From an optimization exercise on the open Yosys and OpenROAD flow, aimed at small area, a short achievable clock period and few clock cycles per item; shortcuts taken in it are not production practice.
The RTL was checked by simulation tests, not by an equivalence proof against the original design.
Power and IR drop assume default switching activity.

## flow/design.v (module list and top-level ports; edited modules follow where they fit)
// module fx_arith_top: 1140 lines
// module fx_fa: 10 lines
// module fx_ha: 9 lines
// module fx_hai: 9 lines
// module fx_mux2i: 8 lines
// module fx_nand2b: 7 lines
// module fx_nor2: 7 lines
// module fx_o22ai: 9 lines
// module fx_xnor2: 7 lines
module fx_arith_top (
  input  logic             clk,
  input  logic             rst_n,
  input  logic             in_valid,
  output logic             in_ready,
  input  fx_pkg::fx_word_t num_a,     
  input  fx_pkg::fx_word_t num_b,     
  input  logic             op_mul,
  output logic             out_valid,
  input  logic             out_ready,
  output fx_pkg::fx_word_t result,
  output logic             overflow,
  output logic             precision_lost
);
  // ...
==> flow/flow/run.sh <==
#!/bin/bash
# Own layout flow: the standard flow, with the design's one-gate modules
# (full and half adders, Booth select gates, multiplexers) given as the
# cells they stand for. Everything else, registers included, goes through
# the standard synthesis unchanged. Ports are buffered with plain buffers
# rather than delay cells, the resizer may change a cell's footprint, and
# after global placement each register output with a large fanout gets a
# buffer (flow/bufregs.tcl).
set -euo pipefail
work=$(pwd)
python3 flow/subst.py design.v flow/cells.v > design_cells.v 2> subst.log
bash standard.sh VERILOG_FILES="$work/design_cells.v" \
  BUFFER_PORTS_ARGS="-buffer_cell sky130_fd_sc_hd__buf_1" \
  MATCH_CELL_FOOTPRINT=0 \
  POST_GLOBAL_PLACE_TCL="$work/flow/bufregs.tcl" finish > standard.log 2>&1
==> flow/flow/bufregs.tcl <==
# After global placement: give every register output that drives many pins a
# buffer of its own, so that the register (a weak edfxtp_1) drives one pin
# and the buffer drives the rest.
set nbuf 0
foreach inst [get_cells *] {
  if { [get_property $inst ref_name] ne "sky130_fd_sc_hd__edfxtp_1" } { continue }
  set q [get_pins -of_objects $inst -filter "direction == output"]
  set net [get_nets -of_objects $q]
  set loads [get_pins -of_objects $net -filter "direction == input"]
  if { [llength $loads] > 6 } {
    insert_buffer -buffer_cell sky130_fd_sc_hd__buf_2 -net [get_full_name $net]
    incr nbuf
  }
}
puts "bufregs: buffered $nbuf register outputs"
==> flow/flow/cells.v <==
// Cell-level bodies for the design's one-gate modules. flow/run.sh puts
// these in place of the RTL bodies before synthesis, so that each module
// becomes exactly the cell named here; the function is the same.
module fx_fa (input a, input b, input c, output s, output co);
  sky130_fd_sc_hd__fa_1 u (.A(a), .B(b), .CIN(c), .SUM(s), .COUT(co));
endmodule

module fx_ha (input a, input b, output s, output co);
  sky130_fd_sc_hd__ha_1 u (.A(a), .B(b), .SUM(s), .COUT(co));
endmodule

module fx_hai (input a, input b, output s, output co);
  sky130_fd_sc_hd__xnor2_1 us (.A(a), .B(b), .Y(s));
  sky130_fd_sc_hd__or2_1 uc (.A(a), .B(b), .X(co));
endmodule

module fx_aoi22 (input a, input b, input c, input d, output y);
  sky130_fd_sc_hd__a22oi_1 u (.A1(a), .A2(b), .B1(c), .B2(d), .Y(y));
endmodule

module fx_xor2 (input a, input b, output y);
  sky130_fd_sc_hd__xor2_1 u (.A(a), .B(b), .X(y));
endmodule

module fx_xnor2 (input a, input b, output y);
  sky130_fd_sc_hd__xnor2_1 u (.A(a), .B(b), .Y(y));
endmodule

module fx_nand2 (input a, input b, output y);
  sky130_fd_sc_hd__nand2_1 u (.A(a), .B(b), .Y(y));
endmodule

module fx_mux2i (input a0, input a1, input s, output y);
  sky130_fd_sc_hd__mux2i_1 u (.A0(a0), .A1(a1), .S(s), .Y(y));
endmodule

module fx_o22ai (input a1, input a2, input b1, input b2, output y);
  sky130_fd_sc_hd__o22ai_1 u (.A1(a1), .A2(a2), .B1(b1), .B2(b2), .Y(y));
endmodule

module fx_nor2 (input a, input b, output y);
  sky130_fd_sc_hd__nor2_1 u (.A(a), .B(b), .Y(y));
endmodule

module fx_nand2b (input a_n, input b, output y);
  sky130_fd_sc_hd__nand2b_1 u (.A_N(a_n), .B(b), .Y(y));
endmodule
==> flow/flow/subst.py <==
#!/usr/bin/env python3
"""subst.py DESIGN CELLS: DESIGN with every module that CELLS defines taken
out, and CELLS appended, on stdout."""
import re
import sys

design = open(sys.argv[1]).read()
cells = open(sys.argv[2]).read()
names = re.findall(r'^\s*module\s+(\w+)', cells, re.M)
for n in names:
    pat = re.compile(r'^\s*module\s+' + n + r'\b.*?^\s*endmodule\b[^\n]*\n?', re.M | re.S)
    design, k = pat.subn('', design)
    print(f'{n}: replaced {k}', file=sys.stderr)
sys.stdout.write(design + '\n' + cells)
==> flow/standard.sh <==
#!/bin/bash
# synth_recipe.tcl (not shown) runs the flow's synth.tcl, then flattens the netlist and writes it again
# the make line also repeats each setting of config.mk as NAME=value (left out here)
make -C /OpenROAD-flow-scripts/flow DESIGN_CONFIG=/design/flow/config.mk WORK_HOME=/design/flow/orfs CLKGATE_MAP_FILE= SYNTH_SCRIPT=/design/flow/synth_recipe.tcl "${@:-finish}"
==> flow/config.mk <==
export PLATFORM = sky130hd
export DESIGN_NAME = fx_arith_top
export DESIGN_NICKNAME = fx_arith_top
export VERILOG_FILES = /design/flow/design.v
export SDC_FILE = /design/flow/constraint.sdc
export NUM_CORES = 4
export LEC_CHECK = 0
export ABC_AREA = 1
export CAP_MARGIN = 20
export CORE_MARGIN = 2
export CORE_UTILIZATION = 40
export CTS_BUF_LIST = sky130_fd_sc_hd__clkbuf_4 sky130_fd_sc_hd__clkbuf_8
export SETUP_SLACK_MARGIN = 2.1
export SLEW_MARGIN = 20
==> flow/constraint.sdc <==
create_clock -name core_clock -period 5.5 [get_ports {clk}]
set_input_delay 1.1000 -clock core_clock [delete_from_list [all_inputs] [get_ports {clk}]]
set_output_delay 1.1000 -clock core_clock [all_outputs]
set_load 0.01 [all_outputs]
==> impl_results.md, run 1 <==
* Non-CTS buffers at around 120
* Area leader, netlist: edfxtp_1
* Run status: finished clean
* Worst clock skew at 21.15 ps
* Area Overhead vs Synth at 16.61%
* Int Power at approximately 0.0028 W
* Seq pwr share at between 10% and 20%
* Final Non-Filler Cells at roughly 1300
* Multi-input gate area at around 6800 µm²
* Die ar. at roughly 24000 µm²
* Top-count cell post-synth: xnor2_1
* Pre-CTS WS at roughly 1900 ps
* Synth Area in Compound Gates at a little under a tenth
* Tcrit/Tclk final at between 60% and 70%
* Slowest CP cell: fa_1
* Buffering overhead at roughly 6.4%
* Die H at approximately 160 µm
* HP Class: reg2reg
* Initial DRC Count at ~560
* Seq. pwr at approximately 0.001 W
* PortBufs at 56
* Buffers & Inverters on Critical Path at 1
* Leakage at 4.270 nW
* FILL cells at between 2000 and 2500
* Top cells by count, synth: xnor2_1 (164), o22ai_1 (120), fa_1 (111)
* HP Start: v1$_SDFFE_PN0P_
* Final Max Slew Viols at 0
* Setup crit start: an_q[15]$_DFFE_PP_
* Gr ovfl total at 0
* CP endpoint: ovf_nc[0]$_DFFE_PP_
* NetSw at ~0.0025 W
* Main combinational cell family by area after synthesis: adder cells
* Sw frac at roughly 47%
* Starting Density at ~41%
* Top cell by count, worst path: fa_1
* Final Instance Area at between 10000 and 15000 µm²
* Startpoint Class: flop
* Max-cap violations at 0
* CP peak stage delay at between 500 and 600 ps
* Syn Inst Count at between 900 and 1000
* Endpoint, Worst Hold: out_valid$_SDFFE_PN0P_
* Post-Syn Area per Cell at ~10 µm²
* Post-synthesis sequential area ratio at a little over a quarter
* Synth Area in XOR/XNOR at between 15 and 20%
Testbench counts, summed over its fixed seeds: cycles 12,016, items 12,000.
==> run 2: changes to the inputs <==
--- a/flow/flow/bufregs.tcl
+++ b/flow/flow/bufregs.tcl
@@ -9,5 +9,5 @@
   set loads [get_pins -of_objects $net -filter "direction == input"]
   if { [llength $loads] > 6 } {
-    insert_buffer -buffer_cell sky130_fd_sc_hd__buf_2 -net [get_full_name $net]
+    insert_buffer -buffer_cell sky130_fd_sc_hd__buf_4 -net [get_full_name $net]
     incr nbuf
   }
==> flow/flow/cells.v (replaced) <==
// Cell-level bodies for the design's one-gate modules. flow/run.sh puts
// these in place of the RTL bodies before synthesis, so that each module
// becomes exactly the cell named here; the function is the same.

module fx_fa (input a, input b, input c, output s, output co);
  sky130_fd_sc_hd__fa_1 u (.A(a), .B(b), .CIN(c), .SUM(s), .COUT(co));
endmodule

module fx_ha (input a, input b, output s, output co);
  sky130_fd_sc_hd__ha_1 u (.A(a), .B(b), .SUM(s), .COUT(co));
endmodule

module fx_hai (input a, input b, output s, output co);
  sky130_fd_sc_hd__xnor2_1 us (.A(a), .B(b), .Y(s));
  sky130_fd_sc_hd__or2_1 uc (.A(a), .B(b), .X(co));
endmodule

module fx_o22ai (input a1, input a2, input b1, input b2, output y);
  sky130_fd_sc_hd__o22ai_1 u (.A1(a1), .A2(a2), .B1(b1), .B2(b2), .Y(y));
endmodule

module fx_nor2 (input a, input b, output y);
  sky130_fd_sc_hd__nor2_1 u (.A(a), .B(b), .Y(y));
endmodule

module fx_xnor2 (input a, input b, output y);
  sky130_fd_sc_hd__xnor2_1 u (.A(a), .B(b), .Y(y));
endmodule

module fx_nand2b (input a_n, input b, output y);
  sky130_fd_sc_hd__nand2b_1 u (.A_N(a_n), .B(b), .Y(y));
endmodule

module fx_mux2i (input a0, input a1, input s, output y);
  sky130_fd_sc_hd__mux2i_1 u (.A0(a0), .A1(a1), .S(s), .Y(y));
endmodule
--- a/flow/config.mk
+++ b/flow/config.mk
@@ -9,6 +9,7 @@
 export CAP_MARGIN = 20
 export CORE_MARGIN = 2
-export CORE_UTILIZATION = 40
+export CORE_UTILIZATION = 60
 export CTS_BUF_LIST = sky130_fd_sc_hd__clkbuf_4 sky130_fd_sc_hd__clkbuf_8
-export SETUP_SLACK_MARGIN = 2.1
+export PLACE_DENSITY = 0.75
+export SETUP_SLACK_MARGIN = 2.5
 export SLEW_MARGIN = 20
==> run 2 against run 1 <==
  * Still clean
  * First-iteration DRC count increased by 85%
  * Via count increased by 15%
  * Routed wire length increased by 24%
  * Setup slack got worse by 97 ps
  * Maximum frequency decreased by 2.8%
  * Largest cell class unchanged
==> impl_results.md, run 2 <==
* Antenna cells at 0
* Commonest non-fill, non-tap cells in the layout: xnor2_1 (125), nand2_1 (90), inv_1 (88), edfxtp_1 (80), o22ai_1 (79)
* R2R Path End: sum_x[9]$_DFFE_PP_
* First-pass GRT wire length at roughly 39000 µm
* VDD IR max at around 0.37 mV
* Final hold viol count at 0
* Initial antenna violation count at 0
* Endpoint type of the worst setup path: flop
* Post-route ant nets at 0
* Clk pwr share at under 10%
* CTS tree: done
* Final Max Slew Viols at 0 (unchanged)
* Sw frac at 46.62% (-0.43 points)
* Max-slew headroom at 57.87%
* # DRC at 0
* Initial DRC Count at 1030 (+85%)
* Share of cells above drive strength 1 at 30.73%
* # clock sinks at 82
* Largest net degree at the start of global routing at between 40 and 50
* Worst EP required at between 5000 and 6000 ps
* HP Start: v1$_SDFFE_PN0P_
* Worst slew pin tran at 632.0 ps
* Fin crit period at roughly 3500 ps
* Predominant post-synthesis flop cell: edfxtp_1
* Slowest CP cell: fa_2
* Int Power at 0.003244 W (+15%)
* Max Freq at around 290 MHz
* Total placed cells including tap cells at 1200
* Seq pwr share at 16.4% (-2.1 points)
* Buffers & Inverters on Critical Path at 1 (unchanged)
* Syn nets at 1091
* Syn Inst Count at 905 (unchanged)
* PortBufs at 56 (unchanged)
* Num rows at 45
* Setup CP Type: reg2reg
* FF-to-FF Start: tn_q[1]$_DFFE_PP_
* Startpoint Class: flop
* DR WL/cell at between 20 and 25 µm
* Top cells by count, synth: xnor2_1 (164), o22ai_1 (120), fa_1 (111)
* Endpoint, Worst Hold: out_valid$_SDFFE_PN0P_
* Run status: finished clean
* Gate power share at between 70% and 80%
* RSZ-0062 raised after global routing: yes
* Num CTS Buffers at 9
* R2R Setup Slk at between 1500 and 2000 ps
* Routed WL at around 30000 µm
* Netlist cell types at 25
* Later-pin clock latency in the skew report at approximately 390 ps
* Root buffer cell: clkbuf_8
* Max-cap violations at 0 (unchanged)
* Area leader, netlist: edfxtp_1
* Starting Density at 61.20% (+20 points)
* Commonest non-fill, non-tap cell in the layout: xnor2_1
* Top flop regs: an_q x16, sum_x x16, sum_y x16
* HP Class: reg2reg
* Leakage at 4.783 nW (+12%)
* Setup crit start: tn_q[1]$_DFFE_PP_
* CTS max path bufs at 2
* Reg clk slew, reported paths at around 100 ps
* First drt pass iteration count at 9
* Die H at 128.5 µm (-18%)
* PwrDens at roughly 500 nW/µm²
* Crit-path cells: buf_6 -> o22ai_1 -> xnor2_1 -> fa_2 -> fa_2 -> fa_2 -> fa_1 -> mux2i_1
* # IOs at 57
* Tcrit/Tclk final at 63.77% (+1.8 points)
* Crit path max fanout at 16
* Vias in the first global route at between 7000 and 8000
* Worst reg2reg path depth at 8
* Final Non-Filler Cells at 1262 (-4.5%)
* CP top delay family: adder cells
* Setup TNS at 0 ps
* Top cell type's share of synthesized area at between 20% and 30%
* NetSw at 0.002833 W (+13%)
* Mapped cell area at 9304 µm²
* Via count at 8074
* Async S/R FF share, synth at 0%
* Core area at about 15000 µm²
* Post-Syn Area per Cell at 10.28 µm² (unchanged)
* Overall routing resource usage at between 30% and 40%
* Dpl hpwl at 16530 µm
* Cells taking the most area after synthesis: edfxtp_1 (26%), fa_1 (24%), xnor2_1 (15%)
* Final nets at between 1000 and 1500
* Arrival time worst endpoint at around 3700 ps
* Die Wd at 128.5 µm
* Hold path cells at 2
* H-tree levels at 3
* Die ar. at 16520 µm² (-33%)
* Post-synthesis sequential area ratio at 26.25% (unchanged)
* FF+latch count, synth at 82
* Vias per cell at 6.398
* Synth warnings at 1
* Number of synthesized flops with an enable pin at 80
* Top cell by count, worst path: fa_2
* Top-count cell post-synth: xnor2_1
* Area Overhead vs Synth at 29.88%
* Worst clock skew at 15.72 ps (-5.428 ps)
* CP peak stage delay at 540 ps (about the same)
* Final setup fails at 0
* Gr ovfl total at 0 (unchanged)
-- run 2: how the worst max path moves through the flow --
stage,to,cells after the start
6_report,sum_x[9]$_DFFE_PP_,8
5_1_grt,ovf_nc[0]$_DFFE_PP_,10
4_1_cts,ovf_nc[0]$_DFFE_PP_,10
3_5_place_dp,ovf_nc[0]$_DFFE_PP_,11
3_3_place_gp,ovf_nc[0]$_DFFE_PP_,9
2_1_floorplan,ovf_nc[0]$_DFFE_PP_,8
-- run 2: cell type report --
| class | count | area [µm²] |
|---|---|---|
| Clock buffer | 9 | 123.9 |
| Multi-Input combinational cell | 728 | 7611 |
| Sequential cell | 82 | 2442 |
| Clock inverter | 7 | 58.81 |
| Fill cell | 852 | 3118 |
| Timing Repair Buffer | 153 | 1256 |
| Tap cell | 188 | 235.2 |
| Inverter | 95 | 356.6 |
-- run 2: power by group through the flow --
stage	Clock [W]	Sequential (W)	Combinational, W
final	0.000421	0.000996	0.00466
after global routing	0.000451	0.00102	0.00512
after CTS	0.000427	0.000993	0.00405
after detailed placement	0	0.00100	0.00379
after global placement	0	0.00110	0.00357
after floorplan	0	0.00107	0.00277
-- run 2: cell families (layout without fill, tap and decap cells) --
kind of cell | count (synthesis) | in the layout | share of synthesized area, %
AND/OR/NAND/NOR | 215 | 215 | 10.42
XOR/XNOR | 183 | 183 | 17.23
adder cells (fa/ha/maj) | 149 | 149 | 28.99
AO/OA/AOI/OAI | 147 | 147 | 9.589
buffers and inverters | 95 | 264 | 3.833
flip-flops | 82 | 82 | 26.25
multiplexers | 34 | 34 | 3.685
-- run 2: repair_timing --
item / 4_1_cts / 5_1_grt
pin swaps: 38 / 66
endpoints found under the setup margin: 41 / 50
gates cloned: 0 / 2
hold buffers: 0 / 0
gates resized for setup: 131 / 138
setup buffers: 15 / 29
-- run 2: routing by layer --
metal	wire length, µm	global-route usage (%)	share of wire [%]	up-vias
met3	3219	6.611	11	224
met2	13480	48.84	46	613
met4	2061	9.335	7.1	0
li1	-	-	-	3431
met5	0	0	0	-
met1	10430	42.66	36	3806
-- run 2: per-stage QoR --
step	hold WS [ps]	setup slack [ps]	cell area (µm²)	power, W	util (%)
final	548.0	1992	12080	0.006077	79.49
after global routing	548.6	1955	12080	0.006590	79.49
after CTS	475.2	2140	11100	0.005474	73.00
after detailed placement	458.7	1959	10290	0.004790	67.70
after global placement	448.0	1758	10010	0.004667	65.83
after floorplan	438.8	1809	9464	0.003842	-
-- run 2: worst register-to-register path: cells and delay by family, from the launching register on --
family	cells	cell delay, ps
xor+xnor	1	390
compound gates	1	230
flops	1	350
mux	1	250
fa+ha+maj	4	1800
buf+inv	1	280
==> run 3: changes to the inputs <==
--- a/flow/config.mk
+++ b/flow/config.mk
@@ -12,4 +12,4 @@
 export CTS_BUF_LIST = sky130_fd_sc_hd__clkbuf_4 sky130_fd_sc_hd__clkbuf_8
 export PLACE_DENSITY = 0.75
-export SETUP_SLACK_MARGIN = 2.5
+export SETUP_SLACK_MARGIN = 1.6
 export SLEW_MARGIN = 20
==> run 3 against run 2 <==
  * Sequential power fell by 0.9%
  * Critical endpoint is now ovf_nc[0]$_DFFE_PP_
  * Combinational power fell by 21%
  * Clock power barely moved
  * Hold slack got worse by 92 ps
  * Routed wire length fell by 25%
  * Final cell count fell by 3.6%
  * Synthesized cell count did not move
  * Register-to-register slack got worse by 60 ps
  * Core utilization fell by 12 points
  * Still clean on timing, DRC and antenna
  * Total power fell by 16%
  * Maximum frequency fell by 1.8%
  * Clock-buffer cell count did not move
  * Highest routed layer unchanged
==> impl_results.md, run 3 <==
* Startpoint Class: flop
* Leakage at 4.151 nW (-13%)
* NetSw at 0.002401 W (-15%)
* Design Power at 0.005086 W (-16%)
* Final Core Density at 67.97% (-12 points)
* Slowest CP cell: fa_1
* Die Wd at 128.5 µm (unchanged)
* Syn Inst Count at 905 (unchanged)
* Gate power share at 72.4% (-4.3 points)
* PortBufs at 56 (unchanged)
* Worst clock skew at 17.28 ps (+1.560 ps)
* Die H at 128.5 µm (unchanged)
* FF-to-FF Start: on_q[4]$_DFFE_PP_
* RSZ-0062 raised after global routing: no
* Predominant post-synthesis flop cell: edfxtp_1
* Later-pin clock latency in the skew report at 380 ps (about the same)
* Total placed cells including tap cells at 1201 (+0.083%)
* First-pass GRT wire length at 36180 µm (-6.1%)
* CTS tree: done
* Worst EP required at 5630 ps (-60 ps)
* Top cells by count, synth: xnor2_1 (164), o22ai_1 (120), fa_1 (111)
* # clock sinks at 82 (unchanged)
* First drt pass iteration count at 6 (-3)
* Sw frac at 47.21% (+0.59 points)
* Antenna cells at 0 (unchanged)
* CTS max path bufs at 2 (unchanged)
* Area Overhead vs Synth at 11.05%
* Gr ovfl total at 0 (unchanged)
* # DRC at 0 (unchanged)
* Num CTS Buffers at 9 (unchanged)
* Mapped cell area at 9304 µm² (unchanged)
* Final setup fails at 0 (unchanged)
* CP peak stage delay at 520 ps (-20 ps)
* Root buffer cell: clkbuf_8
* Endpoint, Worst Hold: out_valid$_SDFFE_PN0P_
* Die ar. at 16520 µm² (unchanged)
* FF+latch count, synth at 82 (unchanged)
* Vias in the first global route at 7012 (-3.7%)
* Run status: finished clean
* Post-route ant nets at 0 (unchanged)
* Vias per cell at 5.857 (-8.5%)
* Dpl hpwl at 16060 µm (-2.8%)
* Max-slew headroom at 58.51% (+0.64 points)
* Multi-input gate area at 6510 µm² (-14%)
* Worst slew pin tran at 622.4 ps (-9.658 ps)
* HP Start: v1$_SDFFE_PN0P_
* Post-Syn Area per Cell at 10.28 µm² (unchanged)
* Register Area at 2442 µm² (unchanged)
* Final nets at 1210 (-3.6%)
* R2R Path End: ovf_nc[0]$_DFFE_PP_
* Commonest non-fill, non-tap cell in the layout: xnor2_1
* DR WL/cell at 17.98 µm (-22%)
* Initial DRC Count at 857 (-17%)
* Max-cap violations at 0 (unchanged)
* Worst reg2reg path depth at 10 (+2)
* CTS Hold Buffers Added at 0 (unchanged)
* Top flop regs: an_q x16, sum_x x16, sum_y x16
* Async S/R FF share, synth at 0% (unchanged)
* Final hold viol count at 0 (unchanged)
* Final Non-Filler Cells at 1217 (-3.6%)
* Number of synthesized flops with an enable pin at 80 (unchanged)
* Initial antenna violation count at 0 (unchanged)
* R2R Setup Slk at 1930 ps (-60 ps)
* PwrDens at 492.3 nW/µm² (-2.1%)
* Endpoint type of the worst setup path: flop
* HP Class: reg2reg
* Arrival time worst endpoint at 3700 ps (about the same)
* Post-CTS Setup Repair Bufs at 0 (-15)
* Commonest non-fill, non-tap cells in the layout: xnor2_1 (164), o22ai_1 (120), fa_1 (111), nand2_1 (106), inv_1 (94)
* Top cell type's share of synthesized area at 25.82% (unchanged)
* Overall routing resource usage at 28.47% (-2.1 points)
* Int Power at 0.002685 W (-17%)
* Share of cells above drive strength 1 at 8.066% (-23 points)
* Top cell by count, worst path: fa_1
* Largest net degree at the start of global routing at 44 (+2.3%)
* Top-count cell post-synth: xnor2_1
* Setup CP Type: reg2reg
* Synth warnings at 1 (unchanged)
* Crit path max fanout at 17 (+1)
* Post-synthesis sequential area ratio at 26.25% (unchanged)
* # IOs at 57 (unchanged)
* Fin crit period at 3571 ps (+63.86 ps)
* VDD IR max at 0.2665 mV (-28%)
* Num rows at 45 (unchanged)
* Seq pwr share at 19.4% (+3.0 points)
* Area leader, netlist: edfxtp_1
* Max Freq at 280.0 MHz (-1.8%)
* Crit-path cells: buf_4 -> o22ai_1 -> xnor2_1 -> fa_1 -> fa_1 -> fa_1 -> fa_1 -> ha_1 -> a21oi_1 -> a31oi_1
* Syn nets at 1091 (unchanged)
* Reg clk slew, reported paths at 100 ps (about the same)
* Via count at 7128 (-12%)
* Starting Density at 61.20% (unchanged)
* Tcrit/Tclk final at 64.93% (+1.2 points)
* Netlist cell types at 25 (unchanged)
* Core area at 15200 µm² (unchanged)
* Clk pwr share at 8.2% (+1.3 points)
* Final Max Slew Viols at 0 (unchanged)
* FILL cells at 1196 (+40%)
* Setup TNS at 0 ps (unchanged)
* Cells taking the most area after synthesis: edfxtp_1 (26%), fa_1 (24%), xnor2_1 (15%)
* H-tree levels at 3 (unchanged)
* Resized cells post-CTS at 0 (-100%)
* Routed WL at 21880 µm (-25%)
* Hold path cells at 2 (unchanged)
## run 3: cell counts after synthesis
Identical to the previous run, type by type.
## run 3: final cells by class
class,instances,share of cell area (%)
Sequential cell,82,23.64
Clock buffer,9,1.199
Tap cell,188,2.277
Multi-Input combinational cell,728,63.01
Inverter,95,3.451
Timing Repair Buffer,108,5.813
Clock inverter,7,0.6176
## run 3: metal layers
layer	vias to the layer above	track usage (%)	wire [µm]
li1	3327	-	-
met1	3389	39.92	9055
met2	362	45.96	10090
met3	50	5.364	2131
met4	0	8.184	603
met5	-	0	0
## run 3: how the worst max path moves through the flow
stage                            startpoint             endpoint  slack (ps)  cells past startpoint
final                     on_q[4]$_DFFE_PP_  ovf_nc[0]$_DFFE_PP_        1930                     10
after global routing      an_q[9]$_DFFE_PP_  ovf_nc[0]$_DFFE_PP_        1760                     11
after CTS                 on_q[4]$_DFFE_PP_  ovf_nc[0]$_DFFE_PP_        1940                     10
after detailed placement  an_q[9]$_DFFE_PP_  ovf_nc[0]$_DFFE_PP_        1950                     11
after global placement    bn_q[7]$_DFFE_PP_  ovf_nc[0]$_DFFE_PP_        1800                      8
after floorplan           bn_q[7]$_DFFE_PP_  ovf_nc[0]$_DFFE_PP_        1720                      8
## run 3: logic make-up (layout without fill, tap and decap cells)
kind of cell    Yosys count  after routing  share of synthesized area, %
simple gates            215            215                         10.42
buf+inv                  95            219                         3.833
xor+xnor                183            183                         17.23
fa+ha+maj               149            149                         28.99
mux                      34             34                         3.685
flops                    82             82                         26.25
compound gates          147            147                         9.589
## run 3: worst max-delay path, delay by kind of cell (launching register included)
kind / cells / cell delay [ps]
XOR/XNOR: 1 / 160
adder cells (fa/ha/maj): 5 / 2120
AO/OA/AOI/OAI: 3 / 440
buffers and inverters: 1 / 220
flip-flops: 1 / 380
## run 3: per-stage QoR
step | hold slack (ps) | setup slack (ps) | instance area (µm²)
global placement | 448.7 | 1799 | 9852
CTS | 466.6 | 1935 | 10330
finish | 455.7 | 1929 | 10330
global route | 497.8 | 1756 | 10330
floorplan | 426.7 | 1717 | 9304
detailed placement | 459.0 | 1950 | 10140
## run 3: power by group through the flow
| stage | combinational (W) | clock (W) | sequential, W |
|---|---|---|---|
| after floorplan | 0.00267 | 0 | 0.00107 |
| after global placement | 0.00344 | 0 | 0.00111 |
| after detailed placement | 0.00368 | 0 | 0.00100 |
| after CTS | 0.00369 | 0.000429 | 0.000991 |
| after global routing | 0.00423 | 0.000451 | 0.00100 |
| final | 0.00368 | 0.000418 | 0.000987 |
==> run 4: changes to the inputs <==
--- a/flow/config.mk
+++ b/flow/config.mk
@@ -12,4 +12,4 @@
 export CTS_BUF_LIST = sky130_fd_sc_hd__clkbuf_4 sky130_fd_sc_hd__clkbuf_8
 export PLACE_DENSITY = 0.75
-export SETUP_SLACK_MARGIN = 1.6
+export SETUP_SLACK_MARGIN = 2.1
 export SLEW_MARGIN = 20
==> run 4 against run 3 <==
  * Still clean on timing, DRC and antenna
  * Die area stayed put
  * Via count is 2.4% higher
  * Clock-buffer cell count stayed put
  * Critical path depth stayed put
  * Clock skew is 5.0 ps higher
  * Non-clock buffer count is 2 higher
  * Sequential share of layout area is 0.58 points lower
  * Hold slack worse by 4.5 ps
  * Clock power is 13% higher
  * Area after synthesis stayed put
  * Final cell count is 0.16% higher
  * Largest cell class unchanged
  * Largest power group unchanged
==> impl_results.md, run 4 <==
* Commonest non-fill, non-tap cell in the layout: xnor2_1
* Vias per cell at 5.985 (+2.2%)
* Vias in the first global route at 7392 (+5.4%)
* Largest net degree at the start of global routing at 43 (-2.3%)
* Core area at 15200 µm² (unchanged)
* Crit path depth at 10 (unchanged)
* Pre-CTS WS at 1881 ps (-69.11 ps)
* CTS max path bufs at 2 (unchanged)
* Crit-path cells: buf_6 -> o22ai_4 -> xnor2_2 -> fa_1 -> fa_2 -> fa_1 -> fa_1 -> ha_1 -> a21oi_1 -> a31oi_1
* FF+latch count, synth at 82 (unchanged)
* PortBufs at 56 (unchanged)
* Worst EP required at 5640 ps (about the same)
* Crit path max fanout at 5 (-12)
* Antenna cells at 0 (unchanged)
* Initial antenna violation count at 0 (unchanged)
* Mux cell area share after synthesis at 3.685% (unchanged)
* Final nets at 1212 (+0.17%)
* Dpl hpwl at 16660 µm (+3.7%)
* # IOs at 57 (unchanged)
* Top-count cell post-synth: xnor2_1
* Endpoint type of the worst setup path: flop
* Final Max Slew Viols at 0 (unchanged)
* Die H at 128.5 µm (unchanged)
* Top cell type's share of synthesized area at 25.82% (unchanged)
* Root buffer cell: clkbuf_8
* Synth Area in Compound Gates at 9.588% (unchanged)
* # clock sinks at 82 (unchanged)
* CP peak stage delay at 500 ps (-20 ps)
* Final Non-Filler Cells at 1219 (+0.16%)
* Max-slew headroom at 58.71% (+0.20 points)
* Final Instance Area at 10590 µm² (+2.5%)
* Area leader, netlist: edfxtp_1
* Fin crit period at 3405 ps (-166.4 ps)
* Top cell by count, worst path: fa_1
* Post-synthesis sequential area ratio at 26.25% (unchanged)
* Top flop regs: an_q x16, sum_x x16, sum_y x16
* Dpl cell area at 10180 µm² (+0.32%)
* Setup CP Type: reg2reg
* Cells taking the most area after synthesis: edfxtp_1 (26%), fa_1 (24%), xnor2_1 (15%)
* Tcrit/Tclk final at 61.91% (-3.0 points)
* First-pass GRT wire length at 37140 µm (+2.7%)
* Simple-Gate Fraction of Synth Area at 10.42% (unchanged)
* PwrDens at 499.0 nW/µm² (+1.4%)
* Final worst slack at 2095 ps (+166.4 ps)
* Run status: finished clean
* Reg clk slew, reported paths at 110 ps (about the same)
* RSZ-0062 raised after global routing: yes
* Predominant post-synthesis flop cell: edfxtp_1
* FILL cells at 1134 (-5.2%)
* Total placed cells including tap cells at 1201 (unchanged)
* Arrival time worst endpoint at 3550 ps (-150 ps)
* Starting Density at 61.20% (unchanged)
* Final hold viol count at 0 (unchanged)
* Netlist cell types at 25 (unchanged)
* Mapped cell area at 9304 µm² (unchanged)
* Slowest CP cell: fa_1
* Overall routing resource usage at 29.40% (+0.93 points)
* CP top delay family: adder cells
* Number of synthesized flops with an enable pin at 80 (unchanged)
* Num CTS Buffers at 9 (unchanged)
* WHS at 451.2 ps (-4.542 ps)
* R2R Setup Slk at 2100 ps (+170 ps)
* H-tree levels at 3 (unchanged)
* Leakage at 4.222 nW (+1.7%)
* Syn nets at 1091 (unchanged)
* Later-pin clock latency in the skew report at 390 ps (about the same)
* Synth Area in Adders at 28.99% (unchanged)
* Worst reg2reg path depth at 10 (unchanged)
* Synth warnings at 1 (unchanged)
* Setup TNS at 0 ps (unchanged)
* # DRC at 0 (unchanged)
* Via count at 7296 (+2.4%)
* Max-cap violations at 0 (unchanged)
* CTS Hold Buffers Added at 0 (unchanged)
* Num rows at 45 (unchanged)
* DR WL/cell at 18.85 µm (+4.9%)
* Syn Inst Count at 905 (unchanged)
* Max Freq at 293.7 MHz (+4.9%)
* Routed WL at 22980 µm (+5.1%)
* Hold path cells at 2 (unchanged)
* Gr ovfl total at 0 (unchanged)
* CTS tree: done
* HP Class: reg2reg
* Commonest non-fill, non-tap cells in the layout: xnor2_1 (162), o22ai_1 (110), nand2_1 (100), inv_1 (92), fa_1 (90)
* Area Overhead vs Synth at 13.85%
* Initial DRC Count at 788 (-8.1%)
* Worst clock skew at 22.27 ps (+4.991 ps)
* Share of cells above drive strength 1 at 12.80% (+4.7 points)
* Startpoint Class: flop
* Main combinational cell family by area after synthesis: adder cells
* Worst slew pin tran at 619.4 ps (-2.991 ps)
* Buffers & Inverters on Critical Path at 1 (unchanged)
* Die ar. at 16520 µm² (unchanged)
* VDD IR max at 0.2627 mV (-1.4%)
* Final setup fails at 0 (unchanged)
* Post-route ant nets at 0 (unchanged)
* First drt pass iteration count at 5 (-1)
* Top cells by count, synth: xnor2_1 (164), o22ai_1 (120), fa_1 (111)
* Die Wd at 128.5 µm (unchanged)
* Synth Area in XOR/XNOR at 17.23% (unchanged)
* Async S/R FF share, synth at 0% (unchanged)
* Post-Syn Area per Cell at 10.28 µm² (unchanged)
run 4: where the power goes:
part           switching (W)  internal (W)  total [W]
Clock               0.000253      0.000218   0.000471
Sequential         0.0000513      0.000935   0.000987
Combinational        0.00217       0.00165    0.00383
Total                0.00248       0.00281    0.00529
run 4: layout make-up:
type | count | area (µm²) | area share (%)
multi-input cells | 728 | 6683 | 63.09
flip-flops and latches | 82 | 2442 | 23.06
repair buffers | 110 | 670.6 | 6.331
inverters | 95 | 356.6 | 3.366
well taps | 188 | 235.2 | 2.221
clock buffers | 9 | 123.9 | 1.169
clock inverters | 7 | 81.33 | 0.7678
run 4: kinds of logic (layout without fill, tap and decap cells):
family                   Yosys count  count (layout)
AND/OR/NAND/NOR                  215             215
XOR/XNOR                         183             183
adder cells (fa/ha/maj)          149             149
AO/OA/AOI/OAI                    147             147
buffers and inverters             95             221
flip-flops                        82              82
multiplexers                      34              34
run 4: worst paths after layout:
kind                     startpoint                endpoint
hold reg to reg     v1$_SDFFE_PN0P_  out_valid$_SDFFE_PN0P_
setup reg to reg  on_q[4]$_DFFE_PP_     ovf_nc[0]$_DFFE_PP_
setup / recovery  on_q[4]$_DFFE_PP_     ovf_nc[0]$_DFFE_PP_
hold / removal      v1$_SDFFE_PN0P_  out_valid$_SDFFE_PN0P_
run 4: worst register-to-register path: cells and delay by family (launching register included):
kind	cells	cell delay, ps
adder cells (fa/ha/maj)	5	2070
buffers and inverters	1	160
AO/OA/AOI/OAI	3	390
XOR/XNOR	1	130
flip-flops	1	430
run 4: metal layers:
metal	wire, µm	track usage [%]	part of all wire (%)	up-vias
met1	9243	39.00	40	3455
li1	-	-	-	3344
met2	10890	48.56	47	411
met4	774	11.32	3.4	0
met5	0	0	0	-
met3	2077	5.489	9.0	86
run 4: per-stage QoR:
step                power [W]  utilization [%]
finish               0.005286            69.68
global route         0.005861            69.68
CTS                  0.005212            68.75
detailed placement   0.004714            66.95
global placement     0.004546            65.12
floorplan            0.003764                -
run 4: repair_timing:
action                                 4_1_cts  5_1_grt
pin swaps                                    3       15
endpoints found under the hold margin        0        0
setup endpoints to repair                    6       19
gates cloned                                 0        0
buffers inserted                             1        1
resized for setup                           16       35

[separate check: timing with driven ports]
The flow's constraints put no driver on any port. The routed layouts listed below were extracted and timed again, unchanged, in two steps. Step 1 (the two cells are an assumption about what drives the block):
set clk [get_ports {clk}]
set_driving_cell -lib_cell sky130_fd_sc_hd__clkbuf_16 $clk
set_driving_cell -lib_cell sky130_fd_sc_hd__buf_2 [delete_from_list [all_inputs] $clk]
Step 2, shift: input delay + t, output delay - t, t = (earliest + latest rising clock arrival at the registers) / 2. This alone moves slack from input paths to output paths. Slacks: ideal / step 1 / step 2; pairs: ideal / step 1.
run | t, ns | setup slack, ns | hold slack, ns | latest minus earliest clock arrival (ns) | worst register clock-pin slew, ns
run 1 | 0.417 | 2.089 / 2.089 / 2.089 | 0.469 / 0.469 / 0.469 | 0.021 / 0.022 | 0.10 / 0.10
run 2 | 0.417 | 1.992 / 1.992 / 1.992 | 0.548 / 0.548 / 0.548 | 0.016 / 0.015 | 0.10 / 0.10
run 3 | 0.407 | 1.929 / 1.929 / 1.929 | 0.456 / 0.456 / 0.456 | 0.018 / 0.017 | 0.10 / 0.10
run 4 | 0.416 | 2.095 / 2.095 / 2.095 | 0.451 / 0.451 / 0.451 | 0.022 / 0.022 | 0.11 / 0.11
After both steps setup and hold are still met in every run listed.
